This design comes from an exercise in tuning for small area on the open sky130 flow, not from production work. Function was checked by simulation only, so behaviour that the tests miss may differ from the original. Power and IR drop assume default switching activity.

==> flow/design.v (excerpt) <==
module core_top (
    input  logic        clk,
    input  logic        reset,
    input  logic [19:0] instruction,
    input  logic        load_en,
    input  logic [2:0]  load_addr,
    input  logic [2:0]  rd_addr,
    input  logic [19:0] load_data,
    output logic [19:0] rd_data,
    output logic        fetch_enable,
    output logic        decode_enable,
    output logic        execute_enable,
    output logic        write_back_enable,
    output logic        trap_mode,
    output logic        zero_flag,
    output logic        sign_flag,
    output logic        carry_flag
);
Size: ~220 flip-flops, about 77 I/O pins, ~12,000 um2 of cells after synthesis.
==> flow/config.mk <==
export PLATFORM = sky130hd
export DESIGN_NAME = core_top
export DESIGN_NICKNAME = core_top
export VERILOG_FILES = /design/flow/design.v
export SDC_FILE = /design/flow/constraint.sdc
export NUM_CORES = 4
export LEC_CHECK = 0
export CAP_MARGIN = 20
export CORE_MARGIN = 2
export CORE_UTILIZATION = 65
export PLACE_DENSITY = 0.8
export SLEW_MARGIN = 20
export SYNTH_HIERARCHICAL = 1
export SYNTH_MINIMUM_KEEP_SIZE = 0
==> flow/constraint.sdc <==
create_clock -name core_clock -period 8.0 [get_ports {clk}]
set_input_delay 1.6000 -clock core_clock [delete_from_list [all_inputs] [get_ports {clk}]]
set_output_delay 1.6000 -clock core_clock [all_outputs]
set_load 0.01 [all_outputs]
standard.sh (not shown) runs the stock make flow with config.mk's settings and CLKGATE_MAP_FILE= SYNTH_SCRIPT=/design/flow/synth_recipe.tcl, a recipe that flattens the netlist after the stock synthesis.
==> flow/flow/run.sh <==
#!/bin/bash
# Layout flow: the standard flow (standard.sh, unchanged synthesis and
# steps) with these settings changed:
#  - port buffers are sky130_fd_sc_hd__buf_1 (every port still gets one);
#  - the clock tree is built from clkbuf_4/clkbuf_8 without dummy loads,
#    with sink clusters of up to 16 flip-flops.
# Each tool's full output stays in orfs/logs/; make's output goes to
# flow_make.log in the work folder.
set -euo pipefail
export BUFFER_PORTS_ARGS="-buffer_cell sky130_fd_sc_hd__buf_1"
export CTS_ARGS="-sink_clustering_enable -repair_clock_nets -dont_use_dummy_load -buf_list {sky130_fd_sc_hd__clkbuf_4 sky130_fd_sc_hd__clkbuf_8} -sink_clustering_size 16 -sink_clustering_max_diameter 80"
bash standard.sh finish > flow_make.log 2>&1
Change:
--- a/flow/design.v
+++ b/flow/design.v
@@ -264,66 +264,71 @@
     always_comb begin
         tt = 4'b0000;
         if (o_not)  tt = 4'b0011;
         if (o_and)  tt = 4'b1000;
         if (o_or)   tt = 4'b1110;
         if (o_xor)  tt = 4'b0110;
         if (o_swap) tt = 4'b1010;
     end
     wire o_logic = o_not | o_and | o_or | o_xor | o_swap;
     wire o_sr = o_shr | o_ror;
     wire o_sl = o_shl | o_rol;
     wire [3:0] ntt = ~(tt & {4{o_logic}});
+    wire [3:0] ntt_h = ~(tt & {4{o_logic & ~half}});
+    wire o_sr_h = o_sr & ~half;
+    wire o_sl_h = o_sl & ~half;
+    wire o_arith_h = o_arith & ~half;
     for (genvar i = 0; i < 20; i++) begin : g_alu
         logic sri, sli, nl;
         if (i == 19)     assign sri = o_ror & ~half & opa[0];
         else if (i == 9) assign sri = opa[10] | (o_ror & half & opa[0]);
         else             assign sri = opa[i+1];
         if (i == 0)      assign sli = o_rol & a_top;
         else             assign sli = opa[i-1];
-        alu_lu   i_lu (.a(opa[i]), .b(opb[i]), .ntt(ntt), .nl(nl));
-        alu_rsel i_rs (.nl(nl), .sr(o_sr), .sri(sri), .sl(o_sl), .sli(sli), .ar(o_arith),
+        alu_lu   i_lu (.a(opa[i]), .b(opb[i]), .ntt(i < 10 ? ntt : ntt_h), .nl(nl));
+        alu_rsel i_rs (.nl(nl), .sr(i < 10 ? o_sr : o_sr_h), .sri(sri),
+            .sl(i < 10 ? o_sl : o_sl_h), .sli(sli), .ar(i < 10 ? o_arith : o_arith_h),
             .s(sum[i]), .r(r1[i]));
     end
-    wire [19:0] r1m = {r1[19:10] & {10{~half}}, opb[9:0]};
+    wire [19:0] r1m = {r1[19:10], opb[9:0]};
     wire writes  = o_not | o_and | o_or | o_xor | o_shr | o_shl | o_ror | o_rol |
                    o_swap | o_inc | o_dec | o_add | o_sub;
     wire z_upd   = writes & ~o_swap | o_eq;
     wire s_upd   = writes & ~o_swap | o_gt | o_lt;
     wire c_upd   = o_shr | o_shl | o_inc | o_dec | o_add | o_sub;
     wire cout_w  = half ? c10 : sum[20];
     wire z_val   = r1m == 20'd0;
     wire s_val   = o_gt ? sum[20] : o_lt ? ~sum[20] : (half ? r1m[9] : r1m[19]);
     wire c_val   = o_shr ? opa[0] : o_shl ? a_top : (o_sub | o_dec) ? ~sum[20] : cout_w;
     always_ff @(posedge clk) begin
         if (reset) begin
             zero_flag  <= 1'b0;
             sign_flag  <= 1'b0;
             carry_flag <= 1'b0;
         end else if (write_back_enable) begin
             if (z_upd) zero_flag  <= z_val;
             if (s_upd) sign_flag  <= s_val;
             if (c_upd) carry_flag <= c_val;
         end
     end
     wire        wb_w = write_back_enable & writes;
-    wire [19:0] nwbus = ~({20{~reset}} & (wb_w ? r1m : load_data));
+    wire [19:0] nwbus = ~(wb_w ? r1m : load_data);
     logic [7:0]  sel_a, nsel_w, hold;
     always_comb
         for (int i = 0; i < 8; i++) begin
             logic sw;
             sel_a[i]  = ~reset & wb_w & o_swap & (dst2 == 3'(i));
-            sw        = reset | (wb_w ? ((dst1 == 3'(i)) & ~sel_a[i]) : (load_en & (load_addr == 3'(i))));
+            sw        = ~reset & (wb_w ? ((dst1 == 3'(i)) & ~sel_a[i]) : (load_en & (load_addr == 3'(i))));
             nsel_w[i] = ~sw;
-            hold[i]   = ~(sel_a[i] | sw);
+            hold[i]   = ~reset & ~(sel_a[i] | sw);
         end
     logic [19:0] rnext [8];
     for (genvar i = 0; i < 8; i++) begin : g_rf
         for (genvar k = 0; k < 20; k++) begin : g_bit
             rf_bit i_b (.q(regs[i][k]), .a(opa[k]), .sel_a(sel_a[i]), .hold(hold[i]),
                 .nw(nwbus[k]), .nsw(nsel_w[i]), .d(rnext[i][k]));
         end
     end
     always_ff @(posedge clk)
         for (int i = 0; i < 8; i++) regs[i] <= rnext[i];
 endmodule
 `default_nettype wire
Worst hold slack barely changes.
Synthesized area fell by 0.63%.
Global-route usage decreases by 1.5 points.
Setup slack got worse by 0.17 ns.
Design area fell by 0.53%.
Combinational power falls by 34%.
Final cell count is lower by 2.4%.
Non-clock buffer count drops by 4.
Synthesized cell count shrinks by 2.7%.
Die area goes down by 0.61%.
Clock skew falls by 0.038 ns.

## afterwards: timing with drivers on the ports
The flow's constraints put no driver on any port. The routed layouts listed below were extracted and timed again, unchanged, in two steps. Step 1 assumes that a clkbuf_16 drives the clock port and a buf_2 every other input. Step 2 times the ports against the registers' clock, not the clock port: input delays grow and output delays shrink by t, the midpoint of the rising clock arrivals with the driver on. a / b / c = ideal / step 1 / step 2; a / b = the first two.
| run | t (ns) | setup slack, ns | clock arrival spread, ns | worst slew at a driven data input, ns | pins driven straight from the clock port |
|---|---|---|---|---|---|
| the first run | 0.564 | 2.097 / 2.097 / 2.097 | 0.054 / 0.053 | 0.06 | 1 |
| the second run | 0.575 | 1.932 / 1.932 / 1.932 | 0.017 / 0.017 | 0.04 | 1 |
After both steps setup and hold are still met in every run listed.
